This design comes from an exercise in tuning for small area, a short achievable clock period and few clock cycles on the open sky130 flow, not from production work.
Where RTL was checked, it was by simulation tests only, not by an equivalence proof against the original.
No activity file was given, so power comes from the tool's default toggle rates.

## JK
// db_req_top
module db_req_top #(
    parameter int TIMEOUT_CYCLES = 1024,
    parameter int FIFO_DEPTH     = 32
) (
    input  logic                    log_clk,
    input  logic                    log_rst,
    input  logic [15:0]             src_id_i,
    input  logic [15:0]             des_id_i,
    input  logic [15:0]             target_id_i,
    input  logic                    self_check_i,
    input  logic                    nwr_req_i,
    input  logic                    link_initialized_i,
    output logic                    rapidio_ready_o,
    output logic                    nwr_ready_o,
    output logic                    nwr_busy_o,
    output logic                    nwr_ack_done_o,
    output logic                    error_o,
    output srio_req_pkg::err_type_e error_type_o,
    input  logic                    user_tvalid_i,
    output logic                    user_tready_o,
    input  logic [63:0]             user_tdata_i,
    input  logic [7:0]              user_tkeep_i,
    input  logic                    user_tlast_i,
    output logic                    ireq_tvalid_o,
    input  logic                    ireq_tready_i,
    output logic [63:0]             ireq_tdata_o,
    output logic [7:0]              ireq_tkeep_o,
    output logic                    ireq_tlast_o,
    output logic [31:0]             ireq_tuser_o,
    input  logic                    iresp_tvalid_i,
    input  logic [63:0]             iresp_tdata_i,
    input  logic [31:0]             iresp_tuser_i
);
Size: roughly 2400 flip-flops, roughly 340 I/O pins.
Settings: LEC_CHECK=0, CAP_MARGIN=20, CORE_MARGIN=2, CORE_UTILIZATION=40, CTS_CLUSTER_DIAMETER=100, CTS_CLUSTER_SIZE=24, SETUP_SLACK_MARGIN=2.0, SLEW_MARGIN=20, SYNTH_HIERARCHICAL=1; clock period 5.0 ns.
run.sh (not shown) runs the stock make flow with config.mk's settings and CLKGATE_MAP_FILE= SYNTH_SCRIPT=/design/flow/synth_recipe.tcl, a recipe that flattens the netlist after the stock synthesis.
JK went all the way through synthesis, placement and routing and the layout is clean on timing, DRC and antenna.
Testbench counts of JK, summed over its fixed seeds: cycles 25,119.
Here is what was changed in the inputs of MS compared with JK.
Settings: changing CORE_UTILIZATION from 40 to 55.
==> flow/flow/run.sh (new file) <==
#!/bin/bash
# The standard layout (standard.sh), with plain buffers instead of delay
# cells on the ports. Make's output goes to flow_make.log; the ORFS steps keep
# their own logs under orfs/logs.
set -euo pipefail
bash standard.sh "BUFFER_PORTS_ARGS=-buffer_cell sky130_fd_sc_hd__buf_2" finish > flow_make.log 2>&1
==> flow/standard.sh (new file) <==
#!/bin/bash
# synth_recipe.tcl (not shown) runs the flow's synth.tcl, then flattens the netlist and writes it again
# the make line also repeats each setting of config.mk as NAME=value (left out here)
make -C /OpenROAD-flow-scripts/flow DESIGN_CONFIG=/design/flow/config.mk WORK_HOME=/design/flow/orfs CLKGATE_MAP_FILE= SYNTH_SCRIPT=/design/flow/synth_recipe.tcl "${@:-finish}"
removed: flow/run.sh
## What came out
MS completed every stage of the flow, and the final layout passed the timing, design-rule and antenna checks.
JK was carried through to the last stage, and its layout satisfied the timing, design-rule and antenna checks.
The core of MS is more densely filled than that of JK.
Fraction of cell area in non-clock buffers for MS: 0.71 points down relative to JK
Looking at relative slew slack across both flows, MS is the stronger of the two, with JK trailing.
MS vs JK, summed area of non-filler cells in the final layout went down by about 2%.
JK → MS: sequential share of layout area grew by 1.5 points, post-route worst hold slack saw a decrease, number of setup buffers added after CTS fell by 20, placed instance count shows a reduction of 786.
Uppermost layer routed: met5 -> JK, met4 -> MS
> inputs changed (MS -> AL)
Settings: CORE_UTILIZATION changed from 55 to 40.
### Flow results
- Sequential cell fraction of total power: AL vs MS down 0.2 points
- Summary — final non-filler cell area, AL relative to MS: higher, by about 0.9%.
- The cell count number comes out lower for MS vs AL.
- Going from MS to AL, slew at the pin closest to its max-slew limit fell by 46 ps; area of the die went up by about 37%.
- Of AL and MS, the run reporting the higher global routing usage on met2 was MS.
- Maximum cell stage delay along the critical path: AL vs MS down 40 ps
- From AL to MS, number of synthesized flops with an enable pin did not move at all.
- ~same power in AL and MS
- Final routed wirelength across all metal layers: AL vs MS up 5400 um
What TR does differently from AL at the input level:
Settings: SETUP_SLACK_MARGIN now 2.4, was 2.0.
### Flow results
Compare TR and AL | final critical-path share of the clock period higher: TR. Between AL and TR, the worst endpoint data arrival time figures differ only marginally. | overall routed net length | TR vs AL | about 5% higher |. Compared with AL, TR shows detailed-routing wirelength on met1 that has gone up slightly. | sum of internal, switching and leakage power | AL vs TR | ≈ equal |. Comparing final non-filler cell area for TR and AL, the smaller number came from AL.
Inputs modified between TR and PW:
Settings: SETUP_SLACK_MARGIN changed from 2.4 to 1.7.
PW finished end to end and its layout was clean on timing, DRC and antenna. Higher utilization after layout goes to TR over PW. Against TR, PW comes in about 11% lower on wire length on met3. Net load switching power sits lower in PW than in TR. On standard cell area after detailed placement, TR tracks PW almost exactly. Taking TR as the reference point, the layout overhead on the synthesized area of PW falls by 2.1 points.

* * *

Another version of the RTL of db_req_top (not shown whole).
Size in the first run: about 2400 flip-flops.
==> flow/config.mk <==
export PLATFORM = sky130hd
export DESIGN_NAME = db_req_top
export DESIGN_NICKNAME = db_req_top
export VERILOG_FILES = /design/flow/design.v
export SDC_FILE = /design/flow/constraint.sdc
export NUM_CORES = 4
export LEC_CHECK = 0
export CAP_MARGIN = 20
export CORE_MARGIN = 2
export CORE_UTILIZATION = 40
export SETUP_SLACK_MARGIN = 2.3
export SLEW_MARGIN = 20
==> flow/constraint.sdc <==
create_clock -name core_clock -period 5.0 [get_ports {log_clk}]
set_input_delay 1.0000 -clock core_clock [delete_from_list [all_inputs] [get_ports {log_clk}]]
set_output_delay 1.0000 -clock core_clock [all_outputs]
set_load 0.01 [all_outputs]
Stock flow here: none of the scripts above is used.
The starting point passed the timing, design-rule and antenna checks.
Rerun with:
- SETUP_SLACK_MARGIN: 2.3 -> default
Result: Total power goes down by 2.6%. Die area does not change. Worst setup slack is worse by 890 ps. Worst hold slack is worse by 24 ps. Core utilization went down by 1.4 points. Wire length falls by about 6.4%. Global-route usage drops by 1.6 points.
Function was not checked in any run of this note: the RTL went through the layout flow alone.

* * *

Setup of rev 12:
Another version of the RTL of db_req_top (not shown whole).
Size: ~4700 cells after synthesis.
==> flow/design.v (excerpt) <==
module db_req_top #(
    parameter int TIMEOUT_CYCLES = 1024,
    parameter int FIFO_DEPTH     = 32
) (
    input  logic                    log_clk,
    input  logic                    log_rst,
    input  logic [15:0]             src_id_i,
    input  logic [15:0]             des_id_i,
    input  logic [15:0]             target_id_i,
    input  logic                    self_check_i,
    input  logic                    nwr_req_i,
    input  logic                    link_initialized_i,
    output logic                    rapidio_ready_o,
    output logic                    nwr_ready_o,
    output logic                    nwr_busy_o,
    output logic                    nwr_ack_done_o,
    output logic                    error_o,
    output srio_req_pkg::err_type_e error_type_o,
    input  logic                    user_tvalid_i,
    output logic                    user_tready_o,
    input  logic [63:0]             user_tdata_i,
    input  logic [7:0]              user_tkeep_i,
    input  logic                    user_tlast_i,
    output logic                    ireq_tvalid_o,
    input  logic                    ireq_tready_i,
    output logic [63:0]             ireq_tdata_o,
    output logic [7:0]              ireq_tkeep_o,
    output logic                    ireq_tlast_o,
    output logic [31:0]             ireq_tuser_o,
    input  logic                    iresp_tvalid_i,
    input  logic [63:0]             iresp_tdata_i,
    input  logic [31:0]             iresp_tuser_i
);
clock: 5.0 ns
lec_check: 0
cap_margin: 20
core_margin: 2
core_utilization: 40
cts_cluster_diameter: 100
cts_cluster_size: 24
setup_slack_margin: 2.0
slew_margin: 20
synth_hierarchical: 1
standard.sh (not shown) runs the stock make flow with config.mk's settings and CLKGATE_MAP_FILE= SYNTH_SCRIPT=/design/flow/synth_recipe.tcl, a recipe that flattens the netlist after the stock synthesis.
==> flow/flow/run.sh <==
#!/bin/bash
# The standard layout (standard.sh), with plain buffers instead of delay
# cells on the ports. Make's output goes to flow_make.log; the ORFS steps keep
# their own logs under orfs/logs.
set -euo pipefail
bash standard.sh "BUFFER_PORTS_ARGS=-buffer_cell sky130_fd_sc_hd__buf_2" finish > flow_make.log 2>&1
The final layout from rev 12, which completed every stage, passed the timing, design-rule and antenna checks at the end of the flow.
> inputs changed (rev 12 -> rev 13)
Settings: swapping 2.0 for 2.1 in SETUP_SLACK_MARGIN.
Notes after the runs:
Per the comparison of rev 13 with rev 12, fraction of area in multi-input gates has remained practically unchanged, cell total after placement ~0 delta.
Rev 13 vs. rev 12: count of unique library cells instantiated by Yosys now sits at about the same level; DRC marker count from the first detailed-route iteration shrank by 257; clock latency on the worst-skew pair was more or less identical.
The fraction of area in non-clock buffers in rev 13 sits 0.28 points above the value recorded for rev 12.
Rev 12 -> rev 13: clock transition at the registers of the reported paths flat
As far as sum of negative setup slack goes, rev 12 and rev 13 are indistinguishable; the numbers are identical.
Comparing final period demand of the worst path for rev 13 and rev 12, the bigger number came from rev 12.
Core utilization of rev 13 is on par with rev 12.
Function was not checked in any run of this note: the RTL went through the layout flow alone.

* * *

db_req_top, a different RTL version from the one above (not shown whole).
Size: roughly 7600 cells after synthesis, about 2400 flip-flops, ~340 I/O pins, ~91000 um^2 of cells after synthesis.
clock: 5.0 ns
lec_check: 0
cap_margin: 20
core_margin: 2
core_utilization: 40
cts_cluster_diameter: 100
cts_cluster_size: 24
setup_slack_margin: 2.1
slew_margin: 20
synth_hierarchical: 1
Scripts as last shown in full above: flow/flow/run.sh
The starting point completed without violations.
Testbench counts at the start, summed over its fixed seeds: cycles 25,119.
Change:
Settings changed: PLACE_DENSITY from default to 0.7, SETUP_SLACK_MARGIN 2.1 to 2.0.
=> The new run went through all stages and came out clean. Total power goes down slightly. Global-route usage goes down by 2.3 points. Combinational power goes down by a few percent. Area after synthesis is unchanged. Setup slack is worse by 0.0055 ns. Clock power barely changes. Fmax hardly moves. Routed wire length goes down by roughly a tenth. Clock-buffer cell count goes up by 5. Hold slack is better by 0.0041 ns.

* * *

Starting RTL as in the previous note.
==> flow/design.v (excerpt) <==
module db_req_top #(
    parameter int TIMEOUT_CYCLES = 1024,
    parameter int FIFO_DEPTH     = 32
) (
    input  logic                    log_clk,
    input  logic                    log_rst,
    input  logic [15:0]             src_id_i,
    input  logic [15:0]             des_id_i,
    input  logic [15:0]             target_id_i,
    input  logic                    self_check_i,
    input  logic                    nwr_req_i,
    input  logic                    link_initialized_i,
    output logic                    rapidio_ready_o,
    output logic                    nwr_ready_o,
    output logic                    nwr_busy_o,
    output logic                    nwr_ack_done_o,
    output logic                    error_o,
    output srio_req_pkg::err_type_e error_type_o,
    input  logic                    user_tvalid_i,
    output logic                    user_tready_o,
    input  logic [63:0]             user_tdata_i,
    input  logic [7:0]              user_tkeep_i,
    input  logic                    user_tlast_i,
    output logic                    ireq_tvalid_o,
    input  logic                    ireq_tready_i,
    output logic [63:0]             ireq_tdata_o,
    output logic [7:0]              ireq_tkeep_o,
    output logic                    ireq_tlast_o,
    output logic [31:0]             ireq_tuser_o,
    input  logic                    iresp_tvalid_i,
    input  logic [63:0]             iresp_tdata_i,
    input  logic [31:0]             iresp_tuser_i
);
    logic [72:0] h;
    logic        h_valid;
    logic        h_valid_next;
    logic        h_consume;
    logic        rsp_sc;
    logic        rsp_ready;
  ...
==> flow/config.mk <==
export PLATFORM = sky130hd
export DESIGN_NAME = db_req_top
export DESIGN_NICKNAME = db_req_top
export VERILOG_FILES = /design/flow/design.v
export SDC_FILE = /design/flow/constraint.sdc
export NUM_CORES = 4
export LEC_CHECK = 0
export CAP_MARGIN = 20
export CORE_MARGIN = 2
export CORE_UTILIZATION = 40
export CTS_BUF_LIST = sky130_fd_sc_hd__clkbuf_8
export CTS_CLUSTER_DIAMETER = 80
export CTS_CLUSTER_SIZE = 16
export SETUP_SLACK_MARGIN = 2.0
export SLEW_MARGIN = 20
export SYNTH_HIERARCHICAL = 1
==> flow/constraint.sdc <==
create_clock -name core_clock -period 5.0 [get_ports {log_clk}]
set_input_delay 1.0000 -clock core_clock [delete_from_list [all_inputs] [get_ports {log_clk}]]
set_output_delay 1.0000 -clock core_clock [all_outputs]
set_load 0.01 [all_outputs]
Scripts as last shown in full above: flow/flow/run.sh
The baseline produced a clean layout.
Testbench counts at the start, summed over its fixed seeds: cycles 25,119.
Then changed:
Settings changed: CTS_BUF_LIST sky130_fd_sc_hd__clkbuf_8 to unset, CTS_CLUSTER_DIAMETER 80 to 100, CTS_CLUSTER_SIZE 16 to 24.
Design area stays flat.
Setup slack is better by 0.043 ns.
Synthesized cell count stays the same.
Utilization rose by 0.10 points.
Register-to-register slack improves by 0.02 ns.

separate check: timing with driven ports:
How much do the figures lean on ideal ports? The routed layouts below were timed once more, with nothing changed but the port constraints. Step 1: set_driving_cell puts a clkbuf_16 on log_clk and a buf_2 on each other input, an assumption about the parent block. Step 2, shift: input delay + t, output delay - t, t = (earliest + latest rising clock arrival at the registers) / 2. This alone moves slack from input paths to output paths. Slacks: no drivers / after step 1 / after step 2; pairs: no drivers / after step 1.
run | t, ns | setup WS [ns] | worst hold slack (ns) | worst setup path at the end | clock arrival spread, ns | worst slew at a driven data input, ns
JK | 0.882 | 1.778 / 1.751 / 1.339 | 0.518 / 0.508 / 0.518 | input to register | 0.068 / 0.068 | 0.14
MS | 0.857 | 1.841 / 1.793 / 1.426 | 0.161 / 0.089 / 0.480 | input to register | 0.047 / 0.047 | 0.10
AL | 0.897 | 1.882 / 1.828 / 1.385 | 0.076 / 0.019 / 0.490 | input to register | 0.064 / 0.065 | 0.14
TR | 0.892 | 1.869 / 1.790 / 1.575 | 0.080 / 0.016 / 0.506 | input to register | 0.063 / 0.064 | 0.16
PW | 0.879 | 1.714 / 1.630 / 1.405 | 0.092 / 0.037 / 0.493 | input to register | 0.062 / 0.062 | 0.17
the first run of note 2 | 0.942 | 1.183 / 1.151 / 1.151 | 0.474 / 0.419 / 0.474 | input to output | 0.050 / 0.049 | 0.13
the second run of note 2 | 0.949 | 0.297 / 0.265 / 0.265 | 0.451 / 0.451 / 0.451 | input to output | 0.042 / 0.041 | 0.11
rev 12 | 0.900 | 1.840 / 1.798 / 1.454 | 0.068 / 0.014 / 0.490 | input to register | 0.087 / 0.087 | 0.15
rev 13 | 0.898 | 1.882 / 1.830 / 1.457 | 0.070 / 0.014 / 0.486 | input to register | 0.084 / 0.083 | 0.11
the first run of note 4 | 0.947 | 1.880 / 1.795 / 1.423 | 0.060 / -0.009 / 0.473 | input to register | 0.113 / 0.114 | 0.21
the second run of note 4 | 0.928 | 1.875 / 1.802 / 1.517 | 0.064 / -0.004 / 0.477 | input to register | 0.088 / 0.088 | 0.18
the first run of note 5 | 1.116 | 1.837 / 1.735 / 1.435 | 0.260 / 0.235 / 0.479 | input to register | 0.112 / 0.112 | 0.20
the second run of note 5 | 0.936 | 1.880 / 1.784 / 1.442 | 0.071 / 0.001 / 0.473 | input to register | 0.112 / 0.112 | 0.21
After both steps every run listed still meets setup and hold. For AL, which loses most, drivers alone change the setup slack by -0.054 ns; drivers and shift together by -0.497 ns.
